What follows belongs to an exercise in optimizing a design on an open flow for small area; a production flow would make more cautious choices. Only simulation tests tie the RTL to the original design; equivalence was not proved.

## alpha
## cpu_pmp
module cpu_pmp #(
    parameter int                      ENTRIES      = 16,
    parameter int                      LOOKUP_PORTS = 2
) (
    input  logic                          clk_i,
    input  logic                          rst_i,
    input  logic [11:0]                   read_addr_i,
    input  logic                          read_enable_i,
    output logic [31:0]                   read_data_o,
    input  logic [11:0]                   write_addr_i,
    input  logic [31:0]                   write_data_i,
    input  logic                          write_enable_i,
    input  logic [LOOKUP_PORTS*32-1:0]    lookup_addr_i,
    input  logic [LOOKUP_PORTS-1:0]       lookup_mmode_i,
    output logic [LOOKUP_PORTS*3-1:0]     lookup_rwx_o,
    output logic [LOOKUP_PORTS-1:0]       lookup_hit_o
);
==> module cpu_pmp_match, before the edit <==
module cpu_pmp_match #(
    parameter int ENTRIES = 16
) (
    input  logic [ENTRIES-1:0][31:0] pmpaddr,   
    input  logic [ENTRIES-1:0]       valid,     
    input  logic [ENTRIES-1:0][31:0] dc,        
    input  logic [ENTRIES-1:0]       tor,       
    input  logic [ENTRIES-1:0]       nx,        
    input  logic [ENTRIES-1:0]       napot,     
    input  logic [ENTRIES-1:0][2:0]  perm,      
    input  logic [ENTRIES-1:0]       lock,
    input  logic [31:0]              addr,
    input  logic                     mmode,
    output logic [2:0]               rwx,
    output logic                     hit
);
    logic [29:0]        w;
    logic [ENTRIES-1:0] lt;
    logic [ENTRIES-1:0] match;
    logic               wz;
    logic               unused_addr_bits;
    assign w                = addr[31:2];
    assign unused_addr_bits = ^addr[1:0];
    assign wz               = ~|w[29:1];
    for (genvar i = 0; i < ENTRIES; i++) begin : g_entry
        logic [29:0] e;
        logic [29:0] ok;
        logic [5:0]  blt;
        logic [5:0]  beq;
        logic [6:0]  bc;
        logic        eq_raw;
        logic        eq;
        for (genvar j = 0; j < 30; j++) begin : g_bit
            assign e[j]  = w[j] ~^ pmpaddr[i][j];
            assign ok[j] = e[j] | dc[i][j];
        end
        for (genvar b = 0; b < 6; b++) begin : g_blk
            logic [5:0] c;
            assign c[0] = 1'b0;
            for (genvar k = 0; k < 5; k++) begin : g_k
                assign c[k+1] = pmpaddr[i][5*b+k] ? (~w[5*b+k] | c[k]) : (~w[5*b+k] & c[k]);
            end
            assign blt[b] = c[5];
            assign beq[b] = &e[5*b +: 5];
        end
        assign bc[0] = 1'b0;
        for (genvar b = 0; b < 6; b++) begin : g_comb
            assign bc[b+1] = blt[b] | (beq[b] & bc[b]);
        end
        assign lt[i] = valid[i] & (bc[6] | pmpaddr[i][31] | pmpaddr[i][30]);
        assign eq_raw = (&ok) & (~pmpaddr[i][31] | dc[i][31]) & (~pmpaddr[i][30] | dc[i][30]);
        assign eq     = valid[i] ? eq_raw : (wz & (~w[0] | napot[i]));
        if (i == 0) begin : g_first
            assign match[i] = (tor[i] & lt[i]) | (nx[i] & eq);
        end else begin : g_rest
            assign match[i] = (tor[i] & lt[i] & ~lt[i-1]) | (nx[i] & eq);
        end
    end
    always_comb begin
        hit = 1'b0;
        rwx = mmode ? 3'b111 : 3'b000;
        for (int i = ENTRIES - 1; i >= 0; i--) begin
            if (match[i]) begin
                hit = 1'b1;
                rwx = (lock[i] || !mmode) ? perm[i] : 3'b111;
            end
        end
    end
endmodule
clock: 11.0 ns
lec_check: 0
cap_margin: 20
core_margin: 2
core_utilization: 40
setup_slack_margin: 0.2
slew_margin: 20
standard.sh (not shown) runs the stock make flow with config.mk's settings and CLKGATE_MAP_FILE= SYNTH_SCRIPT=/design/flow/synth_recipe.tcl, a recipe that flattens the netlist after the stock synthesis.
==> flow/flow/run.sh <==
#!/bin/bash
# Own layout flow: the standard flow (standard.sh), with these changes:
#  - synthesis: ABC's mapping script is flow/abc_map.script (delay-targeted
#    mapping with area recovery) instead of ORFS's minimum-delay mapping;
#    everything else in synthesis, register mapping included, is the standard flow's.
#  - port buffers are buf_4 cells (ORFS picks clkdlybuf4s50_1).
#  - clock tree synthesis inserts no dummy loads and uses clkbuf_4/clkbuf_8
#    buffers.
# Each tool's output is in own_flow.log and ORFS's logs under orfs/logs.
set -euo pipefail
W=$(pwd)
{
  echo 'proc abc {args} {'
  echo '  set i [lsearch -exact $args -script]'
  echo "  if {\$i >= 0} { set args [lreplace \$args \$i [expr {\$i + 1}] -script $W/flow/abc_map.script] }"
  echo '  yosys abc {*}$args'
  echo '}'
  cat synth_recipe.tcl
} > own_synth.tcl
sed "s#SYNTH_SCRIPT=[^ ]*synth_recipe.tcl#SYNTH_SCRIPT=$W/own_synth.tcl#" standard.sh > own_standard.sh
grep -q "SYNTH_SCRIPT=$W/own_synth.tcl" own_standard.sh
export BUFFER_PORTS_ARGS="-buffer_cell sky130_fd_sc_hd__buf_4"
export CTS_ARGS="-sink_clustering_enable -repair_clock_nets -dont_use_dummy_load -buf_list {sky130_fd_sc_hd__clkbuf_4 sky130_fd_sc_hd__clkbuf_8}"
bash own_standard.sh > own_flow.log 2>&1
==> flow/flow/abc_map.script <==
strash
dch
map -D 3500 -B 0.9
topo
stime -c
alpha reached the end of the flow, and the finished layout is clean on the timing, design-rule and antenna checks.
Input changes introduced in beta (baseline for comparison: alpha):
==> flow/design.v, changed modules only <==
module cpu_pmp_match #(
    parameter int ENTRIES = 16
) (
    input  logic [ENTRIES-1:0][31:0] pmpaddr,   
    input  logic [ENTRIES-1:0]       valid,     
    input  logic [ENTRIES-1:0][31:0] dc,        
    input  logic [ENTRIES-1:0]       tor,       
    input  logic [ENTRIES-1:0]       nx,        
    input  logic [ENTRIES-1:0]       napot,     
    input  logic [ENTRIES-1:0][2:0]  perm,      
    input  logic [ENTRIES-1:0]       lock,
    input  logic [31:0]              addr,
    input  logic                     mmode,
    output logic [2:0]               rwx,
    output logic                     hit
);
    logic [29:0]        w;
    logic [ENTRIES-1:0] lt;
    logic [ENTRIES-1:0] match;
    logic               wz;
    logic               unused_addr_bits;
    assign w                = addr[31:2];
    assign unused_addr_bits = ^addr[1:0];
    assign wz               = ~|w[29:1];
    for (genvar i = 0; i < ENTRIES; i++) begin : g_entry
        logic [29:0] e;
        logic [29:0] ok;
        logic [2:0]  blt;
        logic [2:0]  beq;
        logic [3:0]  bc;
        logic        eq_raw;
        logic        eq;
        for (genvar j = 0; j < 30; j++) begin : g_bit
            assign e[j]  = w[j] ~^ pmpaddr[i][j];
            assign ok[j] = e[j] | dc[i][j];
        end
        for (genvar b = 0; b < 3; b++) begin : g_blk
            logic [10:0] c;
            assign c[0] = 1'b0;
            for (genvar k = 0; k < 10; k++) begin : g_k
                assign c[k+1] = pmpaddr[i][10*b+k] ? (~w[10*b+k] | c[k]) : (~w[10*b+k] & c[k]);
            end
            assign blt[b] = c[10];
            assign beq[b] = &e[10*b +: 10];
        end
        assign bc[0] = 1'b0;
        for (genvar b = 0; b < 3; b++) begin : g_comb
            assign bc[b+1] = blt[b] | (beq[b] & bc[b]);
        end
        assign lt[i] = valid[i] & (bc[3] | pmpaddr[i][31] | pmpaddr[i][30]);
        assign eq_raw = (&ok) & (~pmpaddr[i][31] | dc[i][31]) & (~pmpaddr[i][30] | dc[i][30]);
        assign eq     = valid[i] ? eq_raw : (wz & (~w[0] | napot[i]));
        if (i == 0) begin : g_first
            assign match[i] = (tor[i] & lt[i]) | (nx[i] & eq);
        end else begin : g_rest
            assign match[i] = (tor[i] & lt[i] & ~lt[i-1]) | (nx[i] & eq);
        end
    end
    always_comb begin
        hit = 1'b0;
        rwx = mmode ? 3'b111 : 3'b000;
        for (int i = ENTRIES - 1; i >= 0; i--) begin
            if (match[i]) begin
                hit = 1'b1;
                rwx = (lock[i] || !mmode) ? perm[i] : 3'b111;
            end
        end
    end
endmodule
### Flow results
alpha reached the final stage; the timing, design-rule and antenna checks on its layout passed. beta: PASS, flow complete, no timing, DRC or antenna violations. Compare beta and alpha | area of the die higher: alpha. alpha → beta: number of global-route vias before repair went up 2,361, die extent in y went down 0.43%, total via count after detailed routing went up about 2.2%, data arrival time of the critical path went down 0.03 ns.

-- port drivers added, routing unchanged --
Ports are ideal in the flow. The routed layouts listed here were re-timed in OpenROAD.
Step 1, drivers: a clkbuf_16 drives clk_i and a buf_2 each remaining input, both assumed.
Step 2 adds t to the input delays and takes it off the output delays; t is the mean of the earliest and latest rising clock arrival at the registers after step 1. Input paths then give back, and output paths get back, about the clock's delay inside the block.
Slacks: no drivers / after step 1 / after step 2; pairs: no drivers / after step 1.
| run | t, ns | setup slack, ns | clock arrival spread, ns | slew at the worst register clock pin (ns) |
|---|---|---|---|---|
| alpha | 0.980 | 0.533 / 0.451 / 0.505 | 0.080 / 0.080 | 0.07 / 0.07 |
| beta | 0.964 | 0.564 / 0.479 / 0.536 | 0.084 / 0.084 | 0.07 / 0.07 |
After both steps every run listed still meets setup and hold.
